Context: an optimization exercise on an open-source flow, tuned for small area and a short achievable clock period. The choices shown serve that exercise and are no tape-out recipe.
In this exercise RTL edits were held to simulation tests only and were not proved equivalent to the original.
Power figures rest on the tool's default switching activity, not on a simulated workload.

==> design.v <==
package ram_pkg;
    localparam WM_WRITE_FIRST = "write_first";
    localparam WM_READ_FIRST  = "read_first";
    localparam WM_NO_CHANGE   = "no_change";
    localparam int unsigned LATENCY_MIN = 1;
    localparam int unsigned LATENCY_MAX = 3;
    function automatic integer num_lanes(input integer dw, input integer bw);
        num_lanes = dw / bw;
    endfunction
endpackage
module ram_bit_next (
    input  logic q,
    input  logic d,
    input  logic wr,
    input  logic wr_n,
    output logic nq
);
    assign nq = (q | wr) & (d | wr_n);
endmodule
module ram_rd_pair (
    input  logic s0_n,
    input  logic q0,
    input  logic s1_n,
    input  logic q1,
    output logic z
);
    assign z = !((s0_n | q0) & (s1_n | q1));
endmodule
module ram_nor2 (
    input  logic a,
    input  logic b,
    output logic y
);
    assign y = !(a | b);
endmodule
module ram_nand4 (
    input  logic a,
    input  logic b,
    input  logic c,
    input  logic d,
    output logic y
);
    assign y = !(a & b & c & d);
endmodule
module ram_nand2 (
    input  logic a,
    input  logic b,
    output logic y
);
    assign y = !(a & b);
endmodule
module ram_inv (
    input  logic a,
    output logic y
);
    assign y = !a;
endmodule
module sp_ram_be #(
    parameter int unsigned DATA_WIDTH = 32,
    parameter int unsigned BYTE_WIDTH = 8,
    parameter int unsigned DEPTH      = 128,
    parameter int unsigned LATENCY    = 2,
    parameter              WRITE_MODE = "write_first",
    localparam int unsigned LANES     = ram_pkg::num_lanes(DATA_WIDTH, BYTE_WIDTH),
    localparam int unsigned AW        = $clog2(DEPTH)
) (
    input  logic                  clk,
    input  logic                  rst,
    input  logic                  en,
    input  logic [LANES-1:0]      we,
    input  logic [AW-1:0]         addr,
    input  logic [DATA_WIDTH-1:0] din,
    output logic [DATA_WIDTH-1:0] dout,
    output logic                  rvalid
);
    logic [DATA_WIDTH-1:0] mem [DEPTH];
    localparam int unsigned AL = AW / 2;             
    localparam int unsigned AH = AW - AL;            
    logic [(1 << AH)-1:0] pre_h;
    logic [(1 << AH)-1:0] pre_h_n;
    logic [(1 << AL)-1:0] pre_l;
    logic [LANES-1:0]     lane_en;
    logic [LANES-1:0]     pre_lw_n [1 << AL];
    logic [DEPTH-1:0]     wl_n;
    logic [LANES-1:0]     wr   [DEPTH];
    logic [LANES-1:0]     wr_n [DEPTH];
    always_comb begin
        for (int unsigned j = 0; j < (1 << AH); j++) begin
            pre_h[j]   = (addr[AW-1:AL] == AH'(j));
            pre_h_n[j] = !pre_h[j];
        end
        for (int unsigned j = 0; j < (1 << AL); j++) pre_l[j] = !rst && (addr[AL-1:0] == AL'(j));
        for (int unsigned i = 0; i < LANES; i++) lane_en[i] = !rst && en && we[i];
        for (int unsigned j = 0; j < (1 << AL); j++) begin
            for (int unsigned i = 0; i < LANES; i++) pre_lw_n[j][i] = !(pre_l[j] && lane_en[i]);
        end
    end
    for (genvar w = 0; w < DEPTH; w++) begin : g_dec
        ram_nand2 u_wl (.a(pre_h[w >> AL]), .b(pre_l[w % (1 << AL)]), .y(wl_n[w]));
        for (genvar i = 0; i < LANES; i++) begin : g_lane
            ram_nor2 u_wr  (.a(pre_h_n[w >> AL]), .b(pre_lw_n[w % (1 << AL)][i]), .y(wr[w][i]));
            ram_inv  u_wrn (.a(wr[w][i]), .y(wr_n[w][i]));
        end
    end
    for (genvar w = 0; w < DEPTH; w++) begin : g_word
        logic [DATA_WIDTH-1:0] nxt;
        for (genvar b = 0; b < DATA_WIDTH; b++) begin : g_bit
            ram_bit_next u_next (
                .q    (mem[w][b]),
                .d    (din[b]),
                .wr   (wr[w][b / BYTE_WIDTH]),
                .wr_n (wr_n[w][b / BYTE_WIDTH]),
                .nq   (nxt[b])
            );
        end
        always_ff @(posedge clk) mem[w] <= nxt;
    end
    logic             a_v;
    logic [DEPTH-1:0] sel_n;
    logic             sel_zn;
    logic             sel_ld;
    logic             sel_ld_n;
    logic [DEPTH-1:0] sel_nxt;
    logic             sel_zn_nxt;
    assign sel_ld   = en || rst;
    assign sel_ld_n = !sel_ld;
    for (genvar w = 0; w < DEPTH; w++) begin : g_sel
        ram_bit_next u_sel (.q(sel_n[w]), .d(wl_n[w]), .wr(sel_ld), .wr_n(sel_ld_n), .nq(sel_nxt[w]));
    end
    ram_bit_next u_selz (.q(sel_zn), .d(!rst), .wr(sel_ld), .wr_n(sel_ld_n), .nq(sel_zn_nxt));
    always_ff @(posedge clk) begin
        a_v    <= en && !rst;
        sel_n  <= sel_nxt;
        sel_zn <= sel_zn_nxt;
    end
    logic [DATA_WIDTH-1:0] rd_n;
    for (genvar b = 0; b < DATA_WIDTH; b++) begin : g_rd
        logic [DEPTH/2-1:0]  z1;    
        logic [DEPTH/4-1:0]  c2;    
        logic [DEPTH/16-1:0] z3;    
        logic [DEPTH/32-1:0] c4;    
        for (genvar p = 0; p < DEPTH/2; p++) begin : g_l1
            ram_rd_pair u (.s0_n(sel_n[2*p]), .q0(mem[2*p][b]),
                           .s1_n(sel_n[2*p+1]), .q1(mem[2*p+1][b]), .z(z1[p]));
        end
        for (genvar p = 0; p < DEPTH/4; p++) begin : g_l2
            ram_nor2 u (.a(z1[2*p]), .b(z1[2*p+1]), .y(c2[p]));
        end
        for (genvar p = 0; p < DEPTH/16; p++) begin : g_l3
            ram_nand4 u (.a(c2[4*p]), .b(c2[4*p+1]), .c(c2[4*p+2]), .d(c2[4*p+3]), .y(z3[p]));
        end
        for (genvar p = 0; p < DEPTH/32; p++) begin : g_l4
            ram_nor2 u (.a(z3[2*p]), .b(z3[2*p+1]), .y(c4[p]));
        end
        ram_nand4 u_l5 (.a(c4[0]), .b(c4[1]), .c(c4[2]), .d(c4[3]), .y(rd_n[b]));
    end
    logic out_off;
    assign out_off = rst || !sel_zn;
    always_ff @(posedge clk) begin
        rvalid <= a_v && !rst;
        for (int unsigned b = 0; b < DATA_WIDTH; b++) dout[b] <= !(rd_n[b] || out_off);
    end
endmodule
==> run.sh <==
#!/bin/bash
# synth_recipe.tcl (not shown) runs the flow's synth.tcl, then flattens the netlist and writes it again
# the make line also repeats each setting of config.mk as NAME=value (left out here)
make -C /OpenROAD-flow-scripts/flow DESIGN_CONFIG=/design/flow/config.mk WORK_HOME=/design/flow/orfs CLKGATE_MAP_FILE= SYNTH_SCRIPT=/design/flow/synth_recipe.tcl finish
==> config.mk <==
export PLATFORM = sky130hd
export DESIGN_NAME = sp_ram_be
export DESIGN_NICKNAME = sp_ram_be
export VERILOG_FILES = /design/flow/design.v
export SDC_FILE = /design/flow/constraint.sdc
export NUM_CORES = 4
export LEC_CHECK = 0
export CAP_MARGIN = 20
export CORE_MARGIN = 2
export CORE_UTILIZATION = 60
export CTS_CLUSTER_DIAMETER = 100
export CTS_CLUSTER_SIZE = 25
export SETUP_SLACK_MARGIN = 1.95
export SLEW_MARGIN = 20
export SYNTH_HIERARCHICAL = 1
export SYNTH_MINIMUM_KEEP_SIZE = 0
==> constraint.sdc <==
create_clock -name core_clock -period 4.0 [get_ports {clk}]
set_input_delay 0.8000 -clock core_clock [delete_from_list [all_inputs] [get_ports {clk}]]
set_output_delay 0.8000 -clock core_clock [all_outputs]
set_load 0.01 [all_outputs]
==> results.yml, run 1 <==
critical_path:
  launch_instance_of_the_worst_register_to_register_path: "sel_n[73]"
  cp-startpoint: "sel_n[73]"
  timing.reg2reg.setup_slack_ps: 1650
  worst-endpoint-arrival_ps: 3180
  required_ps: 4830
  worstSetupEndpointType: "register"
  crit_path_max_fanout: 4
  r2r-end: "dout[27]"
  worst-r2r-cell-count: 7
  kind_of_start_point_of_the_critical_path: "register"
  critical_path_class: "register to register"
final_layout:
  finalNetCount: 14490
  final_util_pct: 70.30
  drive_above_1_share_pct: 14.07
  final_standard_cell_area_without_fillers_um2: 170700
  sequential_cell_area_um2: 85700
  layout.filler_cells: 17870
  multiInputGateArea_um2: 63240
  area.growth.synth_to_final_pct: 16.69
hold_path:
  holdCritPathClass: "primary input to register"
  worst_hold_path.endpoint: "a_v"
  timing.hold.worst_path_depth: 2
  worstHoldStart: "en"
floorplanning:
  floorplan.die.width_um: 497.7
  die_h_um: 497.7
  boundaryPins: 79
  die_area_um2: 247700
  initial_utilization_pct: 60.24
  placementRows: 181
  fp.coreArea_um2: 242800
synthesis:
  mappedNetlistNets: 13320
  ys_seq_area_share_pct: 58.30
  syn-mean-instance-area_um2: 11.02
  combinational_family_with_the_most_area_after_synthesis: "compound AO/OA/AOI/OAI gates"
  synth.area.mux_share_pct: 0
  ys_dominant_reg_cell: "sky130_fd_sc_hd__dfxtp_1"
  synth_cells: 13270
  synth_compound_gate_area_share_pct: 34.06
  synth_async_reset_ratio_pct: 0
  yosys.area_share.xor_xnor_pct: 0
  synth_enable_flop_cells: 0
  synthDominantCellAreaShare_pct: 58.30
  synth_area_leader_cell: "sky130_fd_sc_hd__dfxtp_1"
  syn_area_um2: 146300
  synth_area_leaders: "sky130_fd_sc_hd__dfxtp_1, sky130_fd_sc_hd__o22a_1, sky130_fd_sc_hd__o22ai_1"
  synth.lib_cells_used.distinct: 18
  synth.top_cells.by_count: "sky130_fd_sc_hd__dfxtp_1, sky130_fd_sc_hd__o22a_1, sky130_fd_sc_hd__o22ai_1"
  synthesized_area_fraction_occupied_by_adder_cells_pct: 0
  synth_simple_gate_area_share_pct: 6.260
  ys_warn_count: 13
  most_instantiated_library_cell_after_synthesis: "sky130_fd_sc_hd__dfxtp_1"
  synth-seq-cells: 4259
pwr:
  power.density_nw_per_um2: 426.6
  vdd_drop_max_v: 0.0004571
  totalPowerFinal_mw: 72.81
  power.leakage_nw: 61.87
global_routing:
  grt-ovfl-total: 0
  number_of_antenna_violations_at_the_first_check_in_global_routing: 31
  largest_net_degree_at_the_start_of_global_routing: 130
  first_global_vias: 120900
  globalRouteTotalUtil_pct: 40.81
  grt_pass1_wl_um: 773000
placed_design:
  dp.final_hpwl_um: 351700
  numPortBuffers: 78
  routabilityCongestion: 0.9685
  placed_area_um2: 156600
  dp_slack_ps: -137.8
sta:
  clock-skew-final_ps: 30.83
  worstMarginPinSlew_ps: 1072
  slew_violations: 0
  max_clock_freq_mhz: 425.4
  setup_ws_ps: 1649
  fin_setup_tns_ps: 0
  post-route-period-util_pct: 58.77
  finalSetupViolCount: 0
  timing_hold_violations_final: 0
  finalCriticalPeriod_ps: 2351
  max-slew-margin-rel_pct: 28.52
  unrepaired_setup_endpoints_after_global_routing: "true"
clocking:
  ctsLongestPathBuffers: 3
  clock_latency_ps: 900
  clock_sink_count: 4259
  clk_pin_slew_worst_paths_ps: 100
  holdBufCountCts: 0
  root_buffer: "sky130_fd_sc_hd__clkbuf_16"
  htree_num_levels: 4
  tritoncts: "yes"
  number_of_cts_inserted_buffers: 188
detailed_routing:
  post_drt_wl_per_cell_um: 30.02
  finalWirelength_um: 530700
  drtAntennaViolNets: 0
  drcViolationCount: 0
  drt-pass1-iter-count: 7
  detailedRoute.firstIterationViolations: 15880
  detail_route.vias_per_cell: 7.163
  vias: 126600
flow_run:
  timing.max_cap.violations: 0
outcome:
  status: "finished clean"
flip-flops by register name, indices dropped and copies added (netlist names):
name,count
sel_zn,1
dout,32
a_v,1
sel_n,128
rvalid,1
mem,4096
power by group:
group	total [mW]	internal [mW]	switching, mW
sequential	45.7	44.4	1.24
combinational	5.32	2.34	2.98
clock	21.8	8.67	13.1
worst max-delay path, cell delays in order, from the launching register on:
cell                      delay [ps]
sky130_fd_sc_hd__dfxtp_4         440
sky130_fd_sc_hd__buf_4           140
sky130_fd_sc_hd__o22ai_2          60
sky130_fd_sc_hd__nor2_2          160
sky130_fd_sc_hd__nand4_1         410
sky130_fd_sc_hd__nor2_4          390
sky130_fd_sc_hd__nand4_1         450
sky130_fd_sc_hd__nor2_1          230
placed cells by master (no fill, tap or decap), types with 8 or more instances in the layout:
cell	count
sky130_fd_sc_hd__buf_12	153
sky130_fd_sc_hd__buf_16	10
sky130_fd_sc_hd__buf_2	17
sky130_fd_sc_hd__buf_4	600
sky130_fd_sc_hd__buf_6	174
sky130_fd_sc_hd__buf_8	24
sky130_fd_sc_hd__clkbuf_16	197
sky130_fd_sc_hd__dfxtp_1	4124
sky130_fd_sc_hd__dfxtp_2	28
sky130_fd_sc_hd__dfxtp_4	107
sky130_fd_sc_hd__diode_2	14
sky130_fd_sc_hd__inv_1	462
sky130_fd_sc_hd__inv_2	47
sky130_fd_sc_hd__nand2_1	139
sky130_fd_sc_hd__nand2_8	11
sky130_fd_sc_hd__nand2b_1	8
sky130_fd_sc_hd__nand3_4	17
sky130_fd_sc_hd__nand4_1	289
sky130_fd_sc_hd__nor2_1	1171
sky130_fd_sc_hd__nor2_2	143
sky130_fd_sc_hd__nor2_4	395
sky130_fd_sc_hd__o22a_1	4225
sky130_fd_sc_hd__o22ai_1	1990
sky130_fd_sc_hd__o22ai_2	47
sky130_fd_sc_hd__o22ai_4	11
cell families (layout without fill, tap and decap cells):
| logic type | count (synthesis) | in the layout |
|---|---|---|
| compound gates | 6273 | 6273 |
| flops | 4259 | 4259 |
| simple gates | 2210 | 2210 |
| buf+inv | 531 | 1721 |
| other cells | 0 | 14 |
through the flow:
stage          hold slack [ps]  std cells
5_1_grt                  228.1      17670
6_report                 235.1      17680
3_5_place_dp             436.4      17080
4_1_cts                  204.4      17570
3_3_place_gp             425.4      17080
2_1_floorplan            413.8      13270
worst max-delay path by stage:
stage	to	slack, ps
floorplan	sel_n[0]	280
global placement	mem[35][10]	-50
detailed placement	mem[107][14]	-140
CTS	dout[28]	1800
global route	dout[30]	1720
finish	dout[27]	1650
metal layers:
| layer | up-vias | global-route usage (%) | part of all wire, % |
|---|---|---|---|
| li1 | 55550 | - | - |
| met4 | 24 | 24.67 | 6.7 |
| met1 | 62670 | 54.10 | 40 |
| met5 | - | 0 | 0.027 |
| met3 | 1273 | 9.387 | 11 |
| met2 | 7114 | 60.70 | 43 |
cell type report:
class                      instances  area share, %
clock buffer                     192          2.815
clock inverter                    13         0.1144
sequential                      4259          50.22
antenna                           14        0.02053
inverter                         516          1.163
tap                             3202          2.348
multi-input combinational       8483          37.06
timing repair buffer            1000          6.268
Yosys stat by module, one instance, submodules excluded:
module / times used / flip-flops and latches / area, um2 / cells inside
sp_ram_be: 1 / 4259 / 85980 / 4408
ram_bit_next: 4225 / 0 / 8.758 / 1
ram_nand4: 288 / 0 / 6.256 / 1
ram_rd_pair: 2048 / 0 / 6.256 / 1
ram_inv: 512 / 0 / 3.754 / 1
ram_nand2: 128 / 0 / 3.754 / 1
ram_nor2: 1664 / 0 / 3.754 / 1
what timing repair did:
action,in CTS,in global routing
gates cloned,16,5
buffers inserted,275,88
setup endpoints to repair,4250,1354
pin swaps,235,208
gates resized for setup,1390,261
==> run 2, diff against run 1 <==
--- a/design.v
+++ b/design.v
@@ -139,4 +139,6 @@
         logic [DEPTH/4-1:0]  c2;    
-        logic [DEPTH/16-1:0] z3;    
-        logic [DEPTH/32-1:0] c4;    
+        logic [DEPTH/8-1:0]  z3;    
+        logic [DEPTH/16-1:0] c4;    
+        logic [DEPTH/32-1:0] z5;    
+        logic [DEPTH/64-1:0] c6;    
         for (genvar p = 0; p < DEPTH/2; p++) begin : g_l1
@@ -148,9 +150,15 @@
         end
-        for (genvar p = 0; p < DEPTH/16; p++) begin : g_l3
-            ram_nand4 u (.a(c2[4*p]), .b(c2[4*p+1]), .c(c2[4*p+2]), .d(c2[4*p+3]), .y(z3[p]));
+        for (genvar p = 0; p < DEPTH/8; p++) begin : g_l3
+            ram_nand2 u (.a(c2[2*p]), .b(c2[2*p+1]), .y(z3[p]));
         end
-        for (genvar p = 0; p < DEPTH/32; p++) begin : g_l4
+        for (genvar p = 0; p < DEPTH/16; p++) begin : g_l4
             ram_nor2 u (.a(z3[2*p]), .b(z3[2*p+1]), .y(c4[p]));
         end
-        ram_nand4 u_l5 (.a(c4[0]), .b(c4[1]), .c(c4[2]), .d(c4[3]), .y(rd_n[b]));
+        for (genvar p = 0; p < DEPTH/32; p++) begin : g_l5
+            ram_nand2 u (.a(c4[2*p]), .b(c4[2*p+1]), .y(z5[p]));
+        end
+        for (genvar p = 0; p < DEPTH/64; p++) begin : g_l6
+            ram_nor2 u (.a(z5[2*p]), .b(z5[2*p+1]), .y(c6[p]));
+        end
+        ram_nand2 u_l7 (.a(c6[0]), .b(c6[1]), .y(rd_n[b]));
     end
--- a/config.mk
+++ b/config.mk
@@ -12,3 +12,3 @@
 export CTS_CLUSTER_SIZE = 25
-export SETUP_SLACK_MARGIN = 1.95
+export SETUP_SLACK_MARGIN = 1.85
 export SLEW_MARGIN = 20
==> run 2 against run 1 <==
Effect of this change: routed wire length is 0.32% higher; flip-flop and latch count is the same; global-route usage fell by 0.10 points; cell count grew 2.5%; critical path type is now register to output pin; total power up 0.11%; sequential share of layout area rose by 0.29 points; clock power hardly changed; critical endpoint is now rvalid; still clean on timing, DRC and antenna.
==> results.yml, run 2 <==
final_layout:
  drive_above_1_share_pct: 12.84
  finalNetCount: 14930
  multiInputGateArea_um2: 64680
  biggestRegsByFlops: "mem (4096), sel_n (128), dout (32)"
  area.growth.synth_to_final_pct: 14.82
  commonest_cells_after_routing_fill_and_taps_aside: "sky130_fd_sc_hd__o22a_1, sky130_fd_sc_hd__dfxtp_1, sky130_fd_sc_hd__o22ai_1"
  layout.filler_cells: 18510
  largest-register: "mem"
  layout.cells.most_common: "sky130_fd_sc_hd__o22a_1"
  final_util_pct: 69.15
  sequential_cell_area_um2: 85660
  largest_reg_flops: 4096
global_routing:
  globalRouteTotalUtil_pct: 40.70
  grt_pass1_wl_um: 772500
  number_of_antenna_violations_at_the_first_check_in_global_routing: 25
  largest_net_degree_at_the_start_of_global_routing: 130
  first_global_vias: 121300
  grt-ovfl-total: 0
synthesis:
  synth_enable_flop_cells: 0
  syn-mean-instance-area_um2: 10.66
  synth.top_cells.by_count: "sky130_fd_sc_hd__dfxtp_1, sky130_fd_sc_hd__o22a_1, sky130_fd_sc_hd__o22ai_1"
  synth.lib_cells_used.distinct: 18
  yosys.area_share.xor_xnor_pct: 0
  synth.area.mux_share_pct: 0
  most_instantiated_library_cell_after_synthesis: "sky130_fd_sc_hd__dfxtp_1"
  ys_dominant_reg_cell: "sky130_fd_sc_hd__dfxtp_1"
  synth_area_leaders: "sky130_fd_sc_hd__dfxtp_1, sky130_fd_sc_hd__o22a_1, sky130_fd_sc_hd__o22ai_1"
  synth_cells: 13850
  synth_compound_gate_area_share_pct: 33.73
  ys_seq_area_share_pct: 57.73
  synth_simple_gate_area_share_pct: 7.175
  synth_area_leader_cell: "sky130_fd_sc_hd__dfxtp_1"
  combinational_family_with_the_most_area_after_synthesis: "compound AO/OA/AOI/OAI gates"
  synth-seq-cells: 4259
  syn_area_um2: 147700
  mappedNetlistNets: 13900
  synthesized_area_fraction_occupied_by_adder_cells_pct: 0
  synth_async_reset_ratio_pct: 0
  synthDominantCellAreaShare_pct: 57.73
  ys_warn_count: 13
critical_path:
  critical_path_class: "register to output pin"
  worst_path_largest_cell_delay_ps: 460
  worstSetupEndpointType: "output pin"
  crit_path_max_fanout: 1
  timing.reg2reg.setup_slack_ps: 1730
  worst-r2r-cell-count: 9
  worst-endpoint-arrival_ps: 1510
  critical_path_cell_sequence: "buf_6"
  path_depth: 1
  launch_instance_of_the_worst_register_to_register_path: "sel_n[32]"
  r2r-end: "dout[5]"
  timing.critical_path.slowest_stage_cell: "sky130_fd_sc_hd__dfxtp_4"
  required_ps: 3200
  crit_buf_inv: 1
  kind_of_start_point_of_the_critical_path: "register"
  critical_path.top_delay_family: "flip-flops"
outcome:
  status: "finished clean"
sta:
  timing_hold_violations_final: 0
  unrepaired_setup_endpoints_after_global_routing: "true"
  finalSetupViolCount: 0
  worstMarginPinSlew_ps: 1115
  fin_setup_tns_ps: 0
  post-route-period-util_pct: 57.64
  max-slew-margin-rel_pct: 25.66
  finalCriticalPeriod_ps: 2306
  max_clock_freq_mhz: 433.7
  clock-skew-final_ps: 34.24
  slew_violations: 0
pwr:
  power.density_nw_per_um2: 429.8
  power.leakage_nw: 63.64
  totalPowerFinal_mw: 72.89
  vdd_drop_max_v: 0.0004646
clocking:
  clock_latency_ps: 920
  htree_num_levels: 4
  number_of_cts_inserted_buffers: 188
  clk_pin_slew_worst_paths_ps: 110
  root_buffer: "sky130_fd_sc_hd__clkbuf_16"
  clock_sink_count: 4259
  ctsLongestPathBuffers: 3
  tritoncts: "yes"
  holdBufCountCts: 0
floorplanning:
  floorplan.die.width_um: 500.1
  placementRows: 182
  die_area_um2: 250100
  fp.coreArea_um2: 245300
  initial_utilization_pct: 60.22
  die_h_um: 500.1
  boundaryPins: 79
detailed_routing:
  drt-pass1-iter-count: 6
  finalWirelength_um: 532400
  detail_route.vias_per_cell: 7.068
  post_drt_wl_per_cell_um: 29.38
  detailedRoute.firstIterationViolations: 15960
  drcViolationCount: 0
  drtAntennaViolNets: 0
  vias: 128100
placed_design:
  dp.final_hpwl_um: 365000
  routabilityCongestion: 0.9813
  numPortBuffers: 78
hold_path:
  worst_hold_path.endpoint: "mem[8][19]"
  timing.hold.worst_path_depth: 2
  holdCritPathClass: "primary input to register"
  worstHoldStart: "din[19]"
flow_run:
  timing.max_cap.violations: 0
==> run 2: repair_timing <==
item                       in CTS  in global routing
setup endpoints to repair    4110               1567
resized for setup            1224                282
pin swaps                      60                 30
cloned                          0                  0
setup buffers                 119                 84
==> run 2: cell families after synthesis <==
| family | Yosys count |
|---|---|
| AOI/OAI and AO/OA | 6273 |
| DFF | 4259 |
| and+or+nand+nor | 2786 |
| buffers and inverters | 531 |
==> run 2: metrics by stage <==
stage	instances	instance area [um2]	hold WS, ps	setup slack, ps
floorplan	13850	148400	413.8	276.5
global placement	17710	158300	453.1	-387.1
detailed placement	17710	158300	461.2	-247.0
CTS	18030	167800	92.29	1671
global route	18120	169600	120.7	1691
finish	18120	169600	148.4	1694
==> run 2: how the worst max path moves through the flow <==
stage            start          end
2_1_floorplan      rst     sel_n[0]
3_3_place_gp   addr[1]  mem[67][14]
3_5_place_dp   addr[1]  mem[70][18]
4_1_cts         rvalid       rvalid
5_1_grt         rvalid       rvalid
6_report        rvalid       rvalid
==> run 2: per-module statistics from Yosys, one instance, submodules excluded <==
module,cells inside,times used,cell area (um2)
ram_nand2,1,800,3.754
ram_rd_pair,1,2048,6.256
ram_bit_next,1,4225,8.758
ram_inv,1,512,3.754
sp_ram_be,4408,1,85980
ram_nor2,1,1856,3.754
==> run 2: power by group <==
| part | total, mW | switching (mW) | internal, mW |
|---|---|---|---|
| logic | 5.46 | 3.14 | 2.32 |
| registers | 45.7 | 1.22 | 44.5 |
| clock network | 21.8 | 13.1 | 8.63 |
| total | 72.9 | 17.5 | 55.4 |
==> run 2: final cells by class <==
cell class	instances	share of cell area, %
multi-input cells	9059	38.14
clock inverters	13	0.1129
diodes	8	0.01180
repair buffers	855	4.866
well taps	3220	2.376
flip-flops and latches	4259	50.51
clock buffers	191	2.818
inverters	516	1.164
==> run 2: routing by layer <==
layer  vias up  track usage, %  wire [um]
li1      56370               -          -
met1     63370           55.14     212800
met2      7082           59.90     224900
met3      1245           9.213      61080
met4        12           23.19      33580
met5         -               0         80

-- re-timing with driven ports --
The results above use ideal ports. As a check the final layouts listed here were re-extracted and re-timed, cells and wires unchanged. Step 1: set_driving_cell puts a clkbuf_16 on clk and a buf_2 on each other input, an assumption about the parent block. Step 2, shift: input delay + t, output delay - t, t = (earliest + latest rising clock arrival at the registers) / 2. This alone moves slack from input paths to output paths. a / b / c = ideal / step 1 / step 2; a / b = the first two.
run | t, ns | setup WS [ns] | worst setup path after step 2 | slew at the worst register clock pin (ns) | worst data-port slew with drivers (ns)
run 1 | 1.008 | 1.649 / 1.649 / 0.894 | input to register | 0.11 / 0.11 | 0.20
run 2 | 0.998 | 1.694 / 1.593 / 0.635 | input to register | 0.11 / 0.11 | 0.23
After both steps every run listed still meets setup and hold. The setup slack of run 2, which loses most, moves by -0.101 ns with the drivers and by -1.059 ns with both steps.
